This design comes from an exercise in tuning for small area, a short achievable clock period and few clock cycles on the open sky130 flow, not from production work. RTL that was checked went through simulation tests only; none was proved equivalent to the original. No activity file was given, so power comes from the tool's default toggle rates.

==> violet <==
// prog_instruction_mem
module prog_instruction_mem #(
    parameter int unsigned       ADDR_W    = 16,
    parameter int unsigned       DATA_W    = 16,
    parameter int unsigned       DEPTH     = 256,
    parameter logic [DATA_W-1:0] FILL_WORD = DATA_W'(imem_pkg::OP_NOP)
) (
    input  logic                       clk,
    input  logic                       rst_n,
    input  logic                       fetch_req,
    input  logic [ADDR_W-1:0]          fetch_addr,
    output logic [DATA_W-1:0]          instr,
    output logic                       instr_valid,
    output logic                       addr_fault,
    input  logic                       load_start,
    input  logic                       ld_valid,
    input  logic [DATA_W-1:0]          ld_data,
    input  logic                       ld_last,
    output logic                       ld_ready,
    output logic                       busy,
    output logic                       load_ovf,
    output logic [$clog2(DEPTH+1)-1:0] prog_len
);
    localparam int unsigned PTR_W = (DEPTH > 1) ? $clog2(DEPTH) : 1;
    localparam int unsigned LEN_W = $clog2(DEPTH + 1);
    logic              loading_q;
    logic [LEN_W-1:0]  prog_len_q;      
    logic              load_ovf_q;
    logic [LEN_W-1:0]  len_q;           
    logic              instr_valid_q, addr_fault_q;
    logic [DATA_W-1:0] rdata_q;
    logic              wr_en, wr_end;
    logic [31:0]       fetch_idx;
    logic              fetch_fault, fetch_accept, fetch_fill;
    logic [DATA_W-1:0] rd_data;
    assign fetch_idx    = 32'(fetch_addr) >> 1;
    assign fetch_fault  = fetch_addr[0] | (fetch_idx >= 32'(DEPTH));
    assign fetch_accept = !loading_q && fetch_req && !load_start;
  ...
==> module imem_array, before the edit <==
module imem_array #(
    parameter int unsigned DATA_W = 16,
    parameter int unsigned DEPTH  = 256,
    parameter int unsigned PTR_W  = 8
) (
    input  logic              clk,
    input  logic              we_i,
    input  logic [PTR_W-1:0]  waddr_i,
    input  logic [DATA_W-1:0] wdata_i,
    input  logic [PTR_W-1:0]  raddr_i,
    output logic [DATA_W-1:0] rdata_o
);
    logic [DATA_W-1:0] mem_q [DEPTH];
    always_ff @(posedge clk) begin
        if (we_i) begin
            mem_q[waddr_i] <= wdata_i;
        end
    end
    assign rdata_o = mem_q[raddr_i];
endmodule
==> module prog_instruction_mem, before the edit <==
module prog_instruction_mem #(
    parameter int unsigned       ADDR_W    = 16,
    parameter int unsigned       DATA_W    = 16,
    parameter int unsigned       DEPTH     = 256,
    parameter logic [DATA_W-1:0] FILL_WORD = DATA_W'(imem_pkg::OP_NOP)
) (
    input  logic                       clk,
    input  logic                       rst_n,
    input  logic                       fetch_req,
    input  logic [ADDR_W-1:0]          fetch_addr,
    output logic [DATA_W-1:0]          instr,
    output logic                       instr_valid,
    output logic                       addr_fault,
    input  logic                       load_start,
    input  logic                       ld_valid,
    input  logic [DATA_W-1:0]          ld_data,
    input  logic                       ld_last,
    output logic                       ld_ready,
    output logic                       busy,
    output logic                       load_ovf,
    output logic [$clog2(DEPTH+1)-1:0] prog_len
);
    localparam int unsigned PTR_W = (DEPTH > 1) ? $clog2(DEPTH) : 1;
    localparam int unsigned LEN_W = $clog2(DEPTH + 1);
    logic              loading_q;
    logic [LEN_W-1:0]  prog_len_q;      
    logic              load_ovf_q;
    logic [LEN_W-1:0]  len_q;           
    logic              instr_valid_q, addr_fault_q;
    logic [DATA_W-1:0] rdata_q;
    logic              wr_en, wr_end;
    logic [31:0]       fetch_idx;
    logic              fetch_fault, fetch_accept, fetch_fill;
    logic [DATA_W-1:0] rd_data;
    assign fetch_idx    = 32'(fetch_addr) >> 1;
    assign fetch_fault  = fetch_addr[0] | (fetch_idx >= 32'(DEPTH));
    assign fetch_accept = !loading_q && fetch_req && !load_start;
    assign fetch_fill   = fetch_fault | (fetch_idx >= 32'(len_q));
    assign wr_en  = loading_q;
    assign wr_end = ld_last || (len_q == LEN_W'(DEPTH - 1));
    imem_array #(
        .DATA_W (DATA_W),
        .DEPTH  (DEPTH),
        .PTR_W  (PTR_W)
    ) u_array (
        .clk     (clk),
        .we_i    (wr_en),
        .waddr_i (len_q[PTR_W-1:0]),
        .wdata_i (ld_data),
        .raddr_i (fetch_idx[PTR_W-1:0]),
        .rdata_o (rd_data)
    );
    always_ff @(posedge clk or negedge rst_n) begin
        if (!rst_n) begin
            loading_q  <= 1'b0;
            load_ovf_q <= 1'b0;
            len_q      <= '0;
            prog_len_q <= '0;
        end else if (loading_q) begin
            if (ld_valid) begin
                len_q <= len_q + 1'b1;
                if (wr_end) begin
                    loading_q  <= 1'b0;
                    load_ovf_q <= !ld_last;
                    prog_len_q <= len_q + 1'b1;
                end
            end
        end else if (load_start) begin
            loading_q  <= 1'b1;
            load_ovf_q <= 1'b0;
            len_q      <= '0;
        end
    end
    always_ff @(posedge clk or negedge rst_n) begin
        if (!rst_n) begin
            instr_valid_q <= 1'b0;
            addr_fault_q  <= 1'b0;
        end else begin
            instr_valid_q <= fetch_accept;
            addr_fault_q  <= fetch_accept && fetch_fault;
        end
    end
    always_ff @(posedge clk) begin
        rdata_q <= fetch_fill ? FILL_WORD : rd_data;
    end
    assign instr       = rdata_q;
    assign instr_valid = instr_valid_q;
    assign addr_fault  = addr_fault_q;
    assign ld_ready    = loading_q;
    assign busy        = loading_q;
    assign load_ovf    = load_ovf_q;
    assign prog_len    = prog_len_q;
endmodule
make LEC_CHECK=0 CAP_MARGIN=20 CORE_MARGIN=2 CORE_UTILIZATION=50 CTS_BUF_LIST='sky130_fd_sc_hd__clkbuf_4 sky130_fd_sc_hd__clkbuf_8' CTS_CLUSTER_SIZE=30 SETUP_SLACK_MARGIN=1.5 SLEW_MARGIN=20 finish   # period 5.0 ns
run.sh (not shown) runs the stock make flow with config.mk's settings and CLKGATE_MAP_FILE= SYNTH_SCRIPT=/design/flow/synth_recipe.tcl, a recipe that flattens the netlist after the stock synthesis.
==> inputs of nickel, as changes to violet <==
--- a/flow/design.v
+++ b/flow/design.v
@@ -3,12 +3,21 @@
     localparam logic [15:0] OP_HALT = 16'hFFFF;
 endpackage
+module imem_mux4 (
+    input  logic [3:0] d_i,
+    input  logic [1:0] sel_i,
+    output logic       y_o
+);
+    assign y_o = d_i[sel_i];
+endmodule
 module imem_array #(
     parameter int unsigned DATA_W = 16,
     parameter int unsigned DEPTH  = 256,
-    parameter int unsigned PTR_W  = 8
+    parameter int unsigned PTR_W  = 8,
+    parameter int unsigned LO_N   = 16,
+    parameter int unsigned HI_N   = DEPTH / LO_N
 ) (
     input  logic              clk,
-    input  logic              we_i,
-    input  logic [PTR_W-1:0]  waddr_i,
+    input  logic [LO_N-1:0]   we_lo_i,
+    input  logic [HI_N-1:0]   we_hi_i,
     input  logic [DATA_W-1:0] wdata_i,
     input  logic [PTR_W-1:0]  raddr_i,
@@ -17,9 +26,28 @@
     logic [DATA_W-1:0] mem_q [DEPTH];
     always_ff @(posedge clk) begin
-        if (we_i) begin
-            mem_q[waddr_i] <= wdata_i;
+        for (int w = 0; w < DEPTH; w++) begin
+            if (we_hi_i[w / LO_N] && we_lo_i[w % LO_N]) begin
+                mem_q[w] <= wdata_i;
+            end
         end
     end
-    assign rdata_o = mem_q[raddr_i];
+    localparam int unsigned NLVL = PTR_W / 2;
+    for (genvar b = 0; b < DATA_W; b++) begin : g_rbit
+        logic [DEPTH-1:0] lvl [NLVL+1];
+        for (genvar w = 0; w < DEPTH; w++) begin : g_leaf
+            assign lvl[0][w] = mem_q[w][b];
+        end
+        for (genvar l = 0; l < NLVL; l++) begin : g_lvl
+            for (genvar m = 0; m < (DEPTH >> (2 * (l + 1))); m++) begin : g_mux
+                imem_mux4 u_mux (
+                    .d_i   (lvl[l][4*m +: 4]),
+                    .sel_i (raddr_i[2*l +: 2]),
+                    .y_o   (lvl[l+1][m])
+                );
+            end
+            assign lvl[l+1][DEPTH-1:(DEPTH >> (2 * (l + 1)))] = '0;
+        end
+        assign rdata_o[b] = lvl[NLVL][0];
+    end
 endmodule
 module prog_instruction_mem #(
@@ -53,5 +81,6 @@
     logic              instr_valid_q, addr_fault_q;
     logic [DATA_W-1:0] rdata_q;
-    logic              wr_en, wr_end;
+    logic              wr_end;
+    logic [15:0]       wp_lo_q, wp_hi_q;   
     logic [31:0]       fetch_idx;
     logic              fetch_fault, fetch_accept, fetch_fill;
@@ -61,5 +90,4 @@
     assign fetch_accept = !loading_q && fetch_req && !load_start;
     assign fetch_fill   = fetch_fault | (fetch_idx >= 32'(len_q));
-    assign wr_en  = loading_q;
     assign wr_end = ld_last || (len_q == LEN_W'(DEPTH - 1));
     imem_array #(
@@ -69,6 +97,6 @@
     ) u_array (
         .clk     (clk),
-        .we_i    (wr_en),
-        .waddr_i (len_q[PTR_W-1:0]),
+        .we_lo_i (wp_lo_q),
+        .we_hi_i (wp_hi_q),
         .wdata_i (ld_data),
         .raddr_i (fetch_idx[PTR_W-1:0]),
@@ -98,4 +126,22 @@
     always_ff @(posedge clk or negedge rst_n) begin
         if (!rst_n) begin
+            wp_lo_q <= 16'd1;
+            wp_hi_q <= '0;
+        end else if (loading_q) begin
+            if (ld_valid) begin
+                wp_lo_q <= {wp_lo_q[14:0], wp_lo_q[15]};
+                if (wr_end) begin
+                    wp_hi_q <= '0;
+                end else if (wp_lo_q[15]) begin
+                    wp_hi_q <= {wp_hi_q[14:0], 1'b0};
+                end
+            end
+        end else if (load_start) begin
+            wp_lo_q <= 16'd1;
+            wp_hi_q <= 16'd1;
+        end
+    end
+    always_ff @(posedge clk or negedge rst_n) begin
+        if (!rst_n) begin
             instr_valid_q <= 1'b0;
             addr_fault_q  <= 1'b0;
Settings changed: CORE_UTILIZATION 50 to 70, CTS_BUF_LIST sky130_fd_sc_hd__clkbuf_4 sky130_fd_sc_hd__clkbuf_8 to unset, CTS_CLUSTER_DIAMETER set to 200, CTS_CLUSTER_SIZE 30 to 25, PLACE_DENSITY set to 0.82, SETUP_SLACK_MARGIN 1.5 to 2.6.
==> inputs of juniper, as changes to violet <==
--- a/flow/design.v
+++ b/flow/design.v
@@ -3,12 +3,21 @@
     localparam logic [15:0] OP_HALT = 16'hFFFF;
 endpackage
+module imem_mux4 (
+    input  logic [3:0] d_i,
+    input  logic [1:0] sel_i,
+    output logic       y_o
+);
+    assign y_o = d_i[sel_i];
+endmodule
 module imem_array #(
     parameter int unsigned DATA_W = 16,
     parameter int unsigned DEPTH  = 256,
-    parameter int unsigned PTR_W  = 8
+    parameter int unsigned PTR_W  = 8,
+    parameter int unsigned LO_N   = 16,
+    parameter int unsigned HI_N   = DEPTH / LO_N
 ) (
     input  logic              clk,
-    input  logic              we_i,
-    input  logic [PTR_W-1:0]  waddr_i,
+    input  logic [LO_N-1:0]   we_lo_i,
+    input  logic [HI_N-1:0]   we_hi_i,
     input  logic [DATA_W-1:0] wdata_i,
     input  logic [PTR_W-1:0]  raddr_i,
@@ -17,9 +26,28 @@
     logic [DATA_W-1:0] mem_q [DEPTH];
     always_ff @(posedge clk) begin
-        if (we_i) begin
-            mem_q[waddr_i] <= wdata_i;
+        for (int w = 0; w < DEPTH; w++) begin
+            if (we_hi_i[w / LO_N] && we_lo_i[w % LO_N]) begin
+                mem_q[w] <= wdata_i;
+            end
         end
     end
-    assign rdata_o = mem_q[raddr_i];
+    localparam int unsigned NLVL = PTR_W / 2;
+    for (genvar b = 0; b < DATA_W; b++) begin : g_rbit
+        logic [DEPTH-1:0] lvl [NLVL+1];
+        for (genvar w = 0; w < DEPTH; w++) begin : g_leaf
+            assign lvl[0][w] = mem_q[w][b];
+        end
+        for (genvar l = 0; l < NLVL; l++) begin : g_lvl
+            for (genvar m = 0; m < (DEPTH >> (2 * (l + 1))); m++) begin : g_mux
+                imem_mux4 u_mux (
+                    .d_i   (lvl[l][4*m +: 4]),
+                    .sel_i (raddr_i[2*l +: 2]),
+                    .y_o   (lvl[l+1][m])
+                );
+            end
+            assign lvl[l+1][DEPTH-1:(DEPTH >> (2 * (l + 1)))] = '0;
+        end
+        assign rdata_o[b] = lvl[NLVL][0];
+    end
 endmodule
 module prog_instruction_mem #(
@@ -53,5 +81,6 @@
     logic              instr_valid_q, addr_fault_q;
     logic [DATA_W-1:0] rdata_q;
-    logic              wr_en, wr_end;
+    logic              wr_end;
+    logic [15:0]       wp_lo_q, wp_hi_q;   
     logic [31:0]       fetch_idx;
     logic              fetch_fault, fetch_accept, fetch_fill;
@@ -61,5 +90,4 @@
     assign fetch_accept = !loading_q && fetch_req && !load_start;
     assign fetch_fill   = fetch_fault | (fetch_idx >= 32'(len_q));
-    assign wr_en  = loading_q;
     assign wr_end = ld_last || (len_q == LEN_W'(DEPTH - 1));
     imem_array #(
@@ -69,6 +97,6 @@
     ) u_array (
         .clk     (clk),
-        .we_i    (wr_en),
-        .waddr_i (len_q[PTR_W-1:0]),
+        .we_lo_i (wp_lo_q),
+        .we_hi_i (wp_hi_q),
         .wdata_i (ld_data),
         .raddr_i (fetch_idx[PTR_W-1:0]),
@@ -98,4 +126,22 @@
     always_ff @(posedge clk or negedge rst_n) begin
         if (!rst_n) begin
+            wp_lo_q <= 16'd1;
+            wp_hi_q <= '0;
+        end else if (loading_q) begin
+            if (ld_valid) begin
+                wp_lo_q <= {wp_lo_q[14:0], wp_lo_q[15]};
+                if (wr_end) begin
+                    wp_hi_q <= '0;
+                end else if (wp_lo_q[15]) begin
+                    wp_hi_q <= {wp_hi_q[14:0], 1'b0};
+                end
+            end
+        end else if (load_start) begin
+            wp_lo_q <= 16'd1;
+            wp_hi_q <= 16'd1;
+        end
+    end
+    always_ff @(posedge clk or negedge rst_n) begin
+        if (!rst_n) begin
             instr_valid_q <= 1'b0;
             addr_fault_q  <= 1'b0;
Settings changed: CORE_UTILIZATION 50 to 65, CTS_BUF_LIST sky130_fd_sc_hd__clkbuf_4 sky130_fd_sc_hd__clkbuf_8 to unset, CTS_CLUSTER_DIAMETER set to 200, CTS_CLUSTER_SIZE 30 to 25, PLACE_DENSITY set to 0.78, SETUP_SLACK_MARGIN 1.5 to 2.4.
==> results.py <==
metrics = {
    "yosys": {
        "synthesis.area_um2": 161000,
        "synth.area.top_cells": "edfxtp_1 76%, mux4_2 8.5%, mux2i_1 5.3%, o221ai_1 1.9%, nor2_1 0.73%",
    },
    "pwr": {
        "leakage_uw": 0.0598,
    },
    "timing": {
        "tightest_slew_ns": 1.21,
    },
    "finish": {
        "inverters": 16,
        "seq_cell_count": 4134,
    },
    "floorplan": {
        "taps": 4305,
    },
    "setup_path": {
        "slowest_stage": "clkdlybuf4s50_1",
        "startpoint": "fetch_addr[7]",
    },
    "run_status": {
        "status": "finished clean",
    },
}
# the run above: violet

==> results.py <==
metrics = {
    "run_status": {
        "status": "finished clean",
    },
    "yosys": {
        "synth.area.top_cells": "edfxtp_1 77%, mux4_2 11%, mux2i_1 4.2%, and2_1 1.0%, o22ai_1 0.96%",
        "synthesis.area_um2": 161000,
    },
    "timing": {
        "tightest_slew_ns": 1.14,
    },
    "floorplan": {
        "taps": 3220,
    },
    "setup_path": {
        "startpoint": "fetch_addr[1]",
    },
    "finish": {
        "seq_cell_count": 4166,
        "inverters": 14,
    },
    "pwr": {
        "leakage_uw": 0.0545,
    },
}
# the run above: juniper

==> results.py <==
metrics = {
    "run_status": {
        "status": "finished clean",
    },
    "yosys": {
        "synth.area.top_cells": "edfxtp_1 77%, mux4_2 11%, mux2i_1 4.2%, and2_1 1.0%, o22ai_1 0.96%",
    },
    "setup_path": {
        "slowest_stage": "nand4b_1",
    },
    "pwr": {
        "leakage_uw": 0.0553,
    },
    "timing": {
        "tightest_slew_ns": 1.23,
    },
}
# the run above: nickel

Testbench counts of nickel, summed over its fixed seeds: cycles 20,317.
Testbench counts of juniper, summed over its fixed seeds: cycles 20,317.
The RTL of violet was laid out without a check of its function.

## what the ideal ports hide
In the flow no input, the clock included, has a driving cell. The finished layouts below were timed again as built, in two steps.
Step 1: set_driving_cell puts a clkbuf_16 on clk and a buf_2 on each other input, an assumption about the parent block.
Step 2 adds t to the input delays and takes it off the output delays; t is the mean of the earliest and latest rising clock arrival at the registers after step 1. Input paths then give back, and output paths get back, about the clock's delay inside the block.
Three values: no drivers, after step 1, after step 2; two values: the first two.
run | t, ns | slack for setup (ns) | worst setup path after step 2 | clock arrival spread, ns | worst register clock-pin slew, ns
violet | 1.296 | 1.440 / 1.489 / 0.211 | input to register | 0.081 / 0.080 | 0.07 / 0.07
nickel | 0.986 | 2.041 / 1.799 / 0.813 | input to register | 0.056 / 0.057 | 0.11 / 0.11
juniper | 0.979 | 2.033 / 1.774 / 0.795 | input to register | 0.066 / 0.066 | 0.11 / 0.11
After both steps every run listed still meets setup and hold. For juniper, which loses most, drivers alone change the setup slack by -0.259 ns; drivers and shift together by -1.238 ns.
